From an optimization exercise on the open Yosys and OpenROAD flow, aimed at small area, a short achievable clock period and few clock cycles; shortcuts taken in it are not production practice.
Where RTL was checked, it was by simulation tests only, not by an equivalence proof against the original.
The RTL of run 1 was laid out without a check of its function.

==> flow/design.v, too long to show whole: its modules and the start of the top module <==
// module matmul_sequencer: 1500 lines
module matmul_sequencer (
  input  logic       clk,
  input  logic       rst,
  input  logic       rx_valid,
  input  logic [7:0] rx_data,
  output logic [7:0] tx_data,
  output logic       tx_valid,
  input  logic       tx_ready,
  output logic       busy,
  output logic       done,
  output logic       err
);
  // ...
==> flow/flow/run.sh <==
#!/bin/bash
set -euo pipefail
bash standard.sh SETUP_SLACK_MARGIN=7.65 CTS_CLUSTER_SIZE=25 CTS_CLUSTER_DIAMETER=70 finish > standard.log 2>&1
==> flow/standard.sh <==
#!/bin/bash
# synth_recipe.tcl (not shown) runs the flow's synth.tcl, then flattens the netlist and writes it again
# the make line also repeats each setting of config.mk as NAME=value (left out here)
make -C /OpenROAD-flow-scripts/flow DESIGN_CONFIG=/design/flow/config.mk WORK_HOME=/design/flow/orfs CLKGATE_MAP_FILE= SYNTH_SCRIPT=/design/flow/synth_recipe.tcl "${@:-finish}"
==> flow/config.mk <==
export PLATFORM = sky130hd
export DESIGN_NAME = matmul_sequencer
export DESIGN_NICKNAME = matmul_sequencer
export VERILOG_FILES = /design/flow/design.v
export SDC_FILE = /design/flow/constraint.sdc
export NUM_CORES = 4
export LEC_CHECK = 0
export CAP_MARGIN = 20
export CORE_MARGIN = 2
export CORE_UTILIZATION = 40
export PLACE_DENSITY = 0.6
export SLEW_MARGIN = 20
==> flow/constraint.sdc <==
create_clock -name core_clock -period 11.0 [get_ports {clk}]
set_input_delay 2.2000 -clock core_clock [delete_from_list [all_inputs] [get_ports {clk}]]
set_output_delay 2.2000 -clock core_clock [all_outputs]
set_load 0.01 [all_outputs]
==> metrics.yaml, run 1 <==
synthesis:
  yosysTopAreaCell: "dfxtp_1"
  synth_compound_area_frac: 0.0910
  synth.avg_cell_area_sq_um: 12.4
  synth_adder_area_share: 0.115
  synth_xor_area_frac: 0.0670
  yosysWarnings: 6
  syn_nets: 4232
critical_path:
  cp_slowest_cell: "or4_4"
  crit_type: "primary input to register"
  critPathCapture: "st_q[1]$_DFFE_PP0P_"
  path_buf_inv: 1
  end_kind: "register"
  ff2ff_path_depth: 10
layout:
  top_regs: "ar: 512 flops, cr: 512 flops, cut_q: 93 flops"
  area_dominant_class: "registers"
  clock_area_frac: 0.0391
  nNonClkInverters: 307
  design_area_sq_um: 53900
  nClkBuffers: 87
  ff_latch_area_sq_um: 27700
  multi_input_area_sq_um: 19100
run_status:
  status: "finished clean"
min_path:
  hold_class: "register to register"
routing:
  vias: 28106
  avgViaCountPerCell: 5.06
  drc: 0
  first_iter_violations: 2409
die:
  pin_count: 24
  core_sq_um: 120000
clock_network:
  cts_setup_buffers: 54
  worstSkewPairLatency_ns: 0.65
  cts.sinks: 1318
  clk_path_buf_depth: 3
timing:
  fmax_ghz: 0.288
  fin_ws_ns: 7.53
  hold_viol: 0
grt:
  grt_max_degree: 66
  antenna_found_initial: 2
==> inputs of run 2 (changes only) <==
--- a/flow/design.v
+++ b/flow/design.v
@@ -7,16 +7,17 @@
   output logic       tx_valid,
   input  logic       tx_ready,
   output logic       busy,
   output logic       done,
   output logic       err
 );
   localparam logic [1:0] S_HDR = 2'd0, S_A = 2'd1, S_B = 2'd2, S_RUN = 2'd3;
   logic [1:0]  st_q, bcnt_q, hcnt_q, lph_q;
+  logic        hv_q;
   logic [1:0]  mm1_q, nm1_q, pm1_q, ci_q, ck_q;
   logic [23:0] word_q;
   logic        nz_q, busy_q, done_q, err_q;
   logic [31:0] hw_q;
   logic [1:0]  tk_q, tr_q, tj_q;
   logic        tfirst_q, tfinal_q, apend_q;
   logic [2:0]  pc_q;
   logic [31:0] ar [0:3][0:3];
@@ -1346,16 +1347,17 @@
   end
   always_ff @(posedge clk) begin
     if (load) w_q <= src;
     if (tx_go) tx_data_q <= wv_q ? wbyte : src[31:24];
   end
   always_ff @(posedge clk or posedge rst) begin
     if (rst) begin
       st_q      <= S_HDR;
+      hv_q      <= 1'b0;
       bcnt_q    <= '0;
       hcnt_q    <= '0;
       lph_q     <= '0;
       mm1_q     <= '0;
       nm1_q     <= '0;
       pm1_q     <= '0;
       ci_q      <= '0;
       ck_q      <= '0;
@@ -1383,40 +1385,42 @@
       oi_q      <= '0;
       oj_q      <= '0;
       oall_q    <= 1'b0;
       tx_valid_q <= 1'b0;
       tx_last_q <= 1'b0;
     end else begin
       done_q <= 1'b0;
       err_q  <= 1'b0;
+      hv_q   <= 1'b0;
+      if (hv_q) st_q <= S_A;
       lph_q  <= lph_q + 2'd1;
       if (rxv) begin
         bcnt_q <= bcnt_q + 2'd1;
         nz_q   <= (bcnt_q == 2'd3) ? 1'b0 : (nz_q | (rx_data != 8'd0));
       end
       unique case (st_q)
         S_HDR: begin
           ci_q <= '0;
           ck_q <= '0;
-          if (rxv) lph_q <= 2'd0;
+          if (rxv && !hv_q) lph_q <= 2'd0;
           if (wend) begin
             unique case (hcnt_q)
               2'd0:    mm1_q <= rx_data[1:0] - 2'd1;
               2'd1:    nm1_q <= rx_data[1:0] - 2'd1;
               default: pm1_q <= rx_data[1:0] - 2'd1;
             endcase
             if (!hdr_ok) begin
               err_q  <= 1'b1;
               hcnt_q <= '0;
             end else begin
               hcnt_q <= hcnt_q + 2'd1;
               if (hcnt_q == 2'd2) begin
                 hcnt_q <= '0;
-                st_q   <= S_A;
+                hv_q   <= 1'b1;
               end
             end
           end
         end
         S_A: if (wend) begin
           tk_q    <= ck_q;
           tr_q    <= ci_q;
           apend_q <= 1'b1;
==> run 2 against run 1 <==
Against the previous run: die area grew 0.84%; critical path depth shrank 8; maximum frequency grew 2.6%; global-route usage shrank 0.19 points; flip-flop and latch count grew 1; sequential share of layout area shrank 0.19 points; final area grew 0.49%; count of clock-buffer cells in the layout shrank 6; critical endpoint is now tx_valid; synthesized cell count grew 1.8%; clock skew shrank 0.0015 ns.
==> metrics.yaml, run 2 <==
clock_network:
  clk_path_buf_depth: 3  # unchanged
  clk_transition_reported_paths_ns: 0.10
  cts.htree.levels: 3
  cts_tree: "built"
  cts-root-buf: "clkbuf_16"
  worstSkewPairLatency_ns: 0.65  # about the same
  cts.sinks: 1319  # +0.076%
  cts_inserted_buffers: 67
synthesis:
  synthCells: 3981
  synth-edff-count: 96
  synth_adder_area_share: 0.114  # -0.00122
  yosys-mux-area-fraction: 0.0659
  synth.distinct_cells: 79
  ys.flop_type: "dfxtp_1"
  syn-cell-area_sq_um: 48800
  netlist_top_cells_count: "dfxtp_1 (1,165), inv_1 (301), nand2_1 (269), a22oi_1 (262), fa_1 (226)"
  synth_compound_area_frac: 0.0939  # +0.00291
  synth_area_leaders: "dfxtp_1 (48%), fa_1 (9.3%), edfxtp_1 (5.9%)"
  synth_most_common_cell: "dfxtp_1"
  seq_area_frac_synth: 0.567
  synth.avg_cell_area_sq_um: 12.2  # -0.93%
  synthArstFlopShare: 0.0440
  syn_nets: 4301  # +1.6%
  synth_top_family_by_area: "adder cells"
  yosysWarnings: 6  # unchanged
  synth-seq-cells: 1319
  synth-simple-area-share: 0.0497
  synth_top_area_frac: 0.478
  synth_xor_area_frac: 0.0655  # -0.00146
  yosysTopAreaCell: "dfxtp_1"
critical_path:
  critical_path.max_fanout: 2
  cp_slowest_cell: "dfrtp_1"
  crit_type: "register to output pin"
  path_buf_inv: 1  # unchanged
  cp.required_ns: 8.80
  cp_data_arrival_time_ns: 1.19
  cp_slowest_stage_delay_ns: 0.40
  startpoint_type: "register"
  worstPathCellList: "buf_2"
  crit_family: "flip-flops"
  end_kind: "output pin"
  r2r-start: "btwo_q[4]$_DFF_P_"
  startpoint: "tx_valid_q$_DFFE_PP0P_"
routing:
  first_iter_violations: 2670  # +11%
  wl_mm: 119
  avgViaCountPerCell: 5.10  # +0.72%
  drt_first_pass_iters: 7
  detail_route.wl_per_cell_microns: 21.2
  drc: 0  # unchanged
  vias: 28636  # +1.9%
  postRouteAntennaNets: 0
grt:
  grt.met2_usage: 0.289
  track_usage: 0.188
  grt_max_degree: 71  # +7.6%
  grtUsageMet1: 0.271
  grt_pass1_wl_mm: 180
  grt_use_met3: 0.0262
  grt_pass1_vias: 28881
  antenna_found_initial: 1  # -1
  grt_overflow_total: 0
  busiest_layer: "met2"
die:
  core_sq_um: 121000  # +1.2%
  die_y_microns: 353
  die_area_sq_um: 125000
  die_x_microns: 353
  num_rows: 128
  pin_count: 24  # unchanged
  start_util: 0.402
timing:
  relSlewSlack: 0.395
  worstMarginPinSlew_ns: 0.907
  final.setup.tns_ns: 0
  setup_viol_count_final: 0
  rsz0062_at_grt: "true"
  period_minus_slack_ns: 3.39
  slew_violations: 0
  fmax_ghz: 0.295  # +2.6%
  finalCritPeriodShare: 0.308
  fin_skew_ns: 0.0259
  fin_ws_ns: 7.61  # +0.0875 ns
  hold_viol: 0  # unchanged
run_status:
  status: "finished clean"
layout:
  top_regs: "ar: 512 flops, cr: 512 flops, cut_q: 93 flops"
  syn2layout_area_growth_pct: 11.0
  design_area_sq_um: 54200  # +0.49%
  final_common_cell: "dfxtp_1"
  final_cell_mix: "dfxtp_1 (1,150), inv_1 (298), nand2_1 (267)"
  fillers: 11186
  drive_above_1_share: 0.136
  nets: 4277
placement:
  place_ws_ns: 5.86
  gp_congestion: 0.832
  dp_hpwl_mm: 73.7
  placed_area_sq_um: 50700
  port_buffers: 23
run:
  drv_cap: 0
min_path:
  hold_class: "register to register"
  min_from: "cr[5][16]$_DFF_P_"
-- run 2: changes by cell type in the layout (fill, tap and decap cells not counted), moves of 8 or more --
cell,delta
nor2_1,+13
buf_4,-11
nand2_1,+10
a21oi_1,+9
o31ai_1,+9
or3_1,+9
a22oi_1,+8
o21ai_0,-8
-- run 2: layout make-up --
type | instances | area, sq um | share of cell area
clock buffers | 81 | 1800 | 0.0333
well taps | 1625 | 2030 | 0.0375
inverters | 302 | 1140 | 0.0211
clock inverters | 21 | 279 | 0.00515
flip-flops and latches | 1319 | 27700 | 0.511
diodes | 1 | 2.50 | 0.0000462
multi-input cells | 2102 | 19400 | 0.358
repair buffers | 163 | 1780 | 0.0329
repair inverters | 2 | 15.0 | 0.000277
-- run 2: kinds of logic (layout without fill, tap and decap cells) --
family | count (synthesis) | in the layout
AOI/OAI and AO/OA | 652 | 653
xor gates and xnor gates | 364 | 364
adders and majority gates | 308 | 308
buffers and inverters | 561 | 569
DFF | 1319 | 1319
muxes | 260 | 260
other | 0 | 1
and+or+nand+nor | 517 | 517
-- run 2: repair_timing --
item | 4_1_cts | 5_1_grt
resized for setup | 112 | 59
setup buffers | 51 | 24
endpoints found under the setup margin | 234 | 143
hold endpoints to repair | 0 | 0
cloned | 5 | 0
pin swaps | 7 | 15
hold buffers | 0 | 0
-- run 2: through the flow --
step           utilization  hold WS [ns]  instances
2_1_floorplan            -         0.310       3981
3_3_place_gp         0.417         0.310       5433
3_5_place_dp         0.417         0.312       5433
4_1_cts              0.442         0.322       5591
5_1_grt              0.446         0.315       5615
6_report             0.446         0.319       5616
-- run 2: final timing paths --
kind / to / slack [ns] / depth (start not counted)
max: tx_valid / 7.61 / 1
min reg2reg: cr[6][16]$_DFF_P_ / 0.32 / 0
min in group asynchronous: mm1_q[1]$_DFFE_PP0P_ / 2.14 / 3
max in group asynchronous: tj_q[1]$_DFFE_PP0P_ / 8.32 / 3
max reg2reg: cut_q[62]$_DFF_P_ / 7.69 / 9
min: cr[6][16]$_DFF_P_ / 0.32 / 0
-- run 2: metal layers --
layer / routed length, microns / vias to the layer above
met1: 55600 / 14181
met4: 3630 / 0
met3: 7360 / 218
li1: - / 13314
met5: 0 / -
met2: 52400 / 923
Testbench counts of run 2, summed over its fixed seeds: cycles 26,589.
==> inputs of run 3 (changes only) <==
==> flow/flow/run.sh (replaced) <==
#!/bin/bash
set -euo pipefail
bash standard.sh SETUP_SLACK_MARGIN=7.65 CTS_CLUSTER_SIZE=25 CTS_CLUSTER_DIAMETER=70 ABC_AREA=1 finish > standard.log 2>&1
==> run 3 against run 2 <==
Against the previous run: utilization increased by 0.85 points; sequential share of layout area is 1.7 points lower; synthesized cell count rose by 23%; wire length increased by 17%; synthesized area is 1.6% higher; highest routed layer unchanged.
==> metrics.yaml, run 3 <==
routing:
  first_iter_violations: 3198  # +20%
  wl_mm: 139  # +17%
  avgViaCountPerCell: 5.18  # +1.5%
  drt_first_pass_iters: 6  # -1
  vias: 34375  # +20%
  postRouteAntennaNets: 0  # unchanged
  drc: 0  # unchanged
  detail_route.wl_per_cell_microns: 20.9  # -1.3%
critical_path:
  cp_slowest_stage_delay_ns: 0.40  # about the same
  worstPathCellList: "buf_2"
  cp_slowest_cell: "dfrtp_1"
  r2r_setup_slack_ns: 7.58  # -0.11 ns
  crit_family: "flip-flops"
  critical_path.max_fanout: 1  # -1
  ff2ff_path_depth: 8  # -1
  path_buf_inv: 1  # unchanged
  r2r-start: "hw_q[24]$_DFFE_PP_"
  startpoint_type: "register"
  crit_type: "register to output pin"
  cp_data_arrival_time_ns: 1.24  # +0.05 ns
  r2r-end: "cut_q[60]$_DFF_P_"
  end_kind: "output pin"
  cp.required_ns: 8.80  # about the same
min_path:
  hold-path-cell-count: 0  # unchanged
  whs_endpoint: "cr[10][30]$_DFF_P_"
  min_from: "cr[9][30]$_DFF_P_"
  hold_class: "register to register"
synthesis:
  syn_nets: 5206  # +21%
  synth-seq-cells: 1319  # unchanged
  yosysTopAreaCell: "dfxtp_1"
  synth_area_leaders: "dfxtp_1 (47%), fa_1 (9.1%), nand2_1 (6.2%)"
  synth.distinct_cells: 54  # -32%
  synth.avg_cell_area_sq_um: 10.1  # -17%
  synth_top_area_frac: 0.471  # -0.00775
  synthCells: 4886  # +23%
  seq_area_frac_synth: 0.558  # -0.00919
  synthArstFlopShare: 0.0440  # unchanged
  netlist_top_cells_count: "dfxtp_1 (1,165), nand2_1 (821), inv_1 (515), nand3_1 (334), xor2_1 (276)"
  synth-edff-count: 96  # unchanged
  yosysWarnings: 6  # unchanged
  synth_most_common_cell: "dfxtp_1"
  ys.flop_type: "dfxtp_1"
  syn-cell-area_sq_um: 49600  # +1.6%
timing:
  setup_viol_count_final: 0  # unchanged
  worstMarginPinSlew_ns: 0.973  # +0.0657 ns
  final.setup.tns_ns: 0  # unchanged
  period_minus_slack_ns: 3.44  # +0.0541 ns
  fin_skew_ns: 0.0375  # +0.0115 ns
  rsz0062_at_grt: "true"
  finalCritPeriodShare: 0.313  # +0.00492
  slew_violations: 0  # unchanged
  fmax_ghz: 0.291  # -1.6%
  relSlewSlack: 0.348  # -0.0468
  hold_viol: 0  # unchanged
layout:
  final_cell_mix: "dfxtp_1 (1,152), nand2_1 (815), inv_1 (471)"
  utilization: 0.455  # +0.00846
  nets: 5275  # +23%
  drive_above_1_share: 0.106  # -0.0297
  final_common_cell: "dfxtp_1"
  syn2layout_area_growth_pct: 13.1
  fillers: 11502  # +2.8%
  top_regs: "ar: 512 flops, cr: 512 flops, cut_q: 93 flops"
die:
  num_rows: 129  # +0.78%
  die_area_sq_um: 127000  # +1.6%
  die_x_microns: 356  # +0.81%
  pin_count: 24  # unchanged
  start_util: 0.402  # about the same
  core_sq_um: 123000  # +1.6%
  die_y_microns: 356  # +0.81%
run_status:
  status: "finished clean"
clock_network:
  cts_inserted_buffers: 75  # +12%
  cts.sinks: 1319  # unchanged
  worstSkewPairLatency_ns: 0.69  # +0.04 ns
  postCtsHoldBufs: 0  # unchanged
  cts_tree: "built"
  clk_transition_reported_paths_ns: 0.10  # about the same
  clk_path_buf_depth: 3  # unchanged
  cts.htree.levels: 3  # unchanged
  cts-root-buf: "clkbuf_16"
grt:
  grt_pass1_vias: 33659  # +17%
  grt_pass1_wl_mm: 206  # +14%
  grt_overflow_total: 0  # unchanged
  track_usage: 0.214  # +0.0267
  grt_max_degree: 63  # -11%
  antenna_found_initial: 2  # +1
placement:
  port_buffers: 23  # unchanged
  gp_congestion: 0.964  # +16%
  dp_hpwl_mm: 89.9  # +22%
run:
  drv_cap: 0  # unchanged
==> run 3: changes by cell type after synthesis, sizes merged, moves of 55 or more <==
cell and change:
a22oi -270, clkbuf -55, inv +223, mux2 -156, mux2i -72, nand2 +555
nand3 +304, nand4 +93, nor2 +87, o21ai +56, o22ai +238, xnor2 -173
xor2 +127
==> run 3: metrics by stage <==
step                      area (sq um)  std cells  setup WS, ns  hold slack, ns
final                            56000       6640          7.56           0.303
after global routing             56000       6638          7.52           0.315
after CTS                        55100       6585          7.52           0.308
after detailed placement         51300       6367          5.86           0.312
after global placement           51300       6367          5.87           0.310
after floorplan                  49600       4886          7.12           0.310
==> run 3: cells by family after synthesis <==
kind of cell    after synthesis  synth area share
xor+xnor                    318            0.0562
simple gates               1509             0.135
compound gates              651            0.0775
buf+inv                     781            0.0616
fa+ha+maj                   308             0.112
flops                      1319             0.558
==> run 3: layout make-up <==
type	instances	area, sq um	share of cell area
sequential	1319	27700	0.494
multi-input combinational	2787	19400	0.345
inverter	546	2290	0.0408
tap	1637	2050	0.0365
timing repair buffer	211	2020	0.0360
clock buffer	88	1950	0.0347
clock inverter	35	581	0.0104
timing repair inverter	15	105	0.00188
antenna	2	5.00	0.0000893
==> run 3: timing repair <==
item                       4_1_cts  5_1_grt
buffers inserted                79       50
setup endpoints to repair      230      132
gates resized for setup        203      109
gates cloned                    16        3
pin swaps                       35       50
==> run 3: worst max-delay path by stage <==
stage	startpoint	to	slack (ns)	cells past startpoint
after CTS	err_q$_DFF_PP0_	err	7.52	1
after global placement	rx_valid	st_q[1]$_DFF_PP0_	5.87	9
after detailed placement	rx_valid	st_q[1]$_DFF_PP0_	5.86	9
after floorplan	rx_valid	st_q[1]$_DFF_PP0_	7.12	8
final	err_q$_DFF_PP0_	err	7.56	1
after global routing	tx_data_q[7]$_DFFE_PP_	tx_data[7]	7.52	1
==> run 3: routing by layer <==
| metal | share of wire | wire, microns | vias up | global-route usage |
|---|---|---|---|---|
| met4 | 0.045 | 6220 | 0 | 0.0931 |
| met2 | 0.45 | 62200 | 1442 | 0.342 |
| met3 | 0.076 | 10500 | 384 | 0.0398 |
| met5 | 0 | 0 | - | 0 |
| li1 | - | - | 15956 | - |
| met1 | 0.43 | 59800 | 16593 | 0.285 |

port drivers added, routing unchanged:
The results above use ideal ports. As a check the final layouts listed here were re-extracted and re-timed, cells and wires unchanged. Step 1 (the two cells are an assumption about what drives the block):
set clk [get_ports {clk}]
set_driving_cell -lib_cell sky130_fd_sc_hd__clkbuf_16 $clk
set_driving_cell -lib_cell sky130_fd_sc_hd__buf_2 [delete_from_list [all_inputs] $clk]
Step 2, shift: input delay + t, output delay - t, t = (earliest + latest rising clock arrival at the registers) / 2. This alone moves slack from input paths to output paths. Slacks: no drivers / after step 1 / after step 2; pairs: no drivers / after step 1.
run | t, ns | setup WS [ns] | worst setup path at the end
run 1 | 0.711 | 7.527 / 7.510 / 6.858 | input to register
run 2 | 0.710 | 7.615 / 7.542 / 7.077 | input to register
run 3 | 0.746 | 7.561 / 7.489 / 7.030 | input to register
After both steps every run listed still meets setup and hold. For run 1, which loses most, drivers alone change the setup slack by -0.017 ns; drivers and shift together by -0.669 ns.
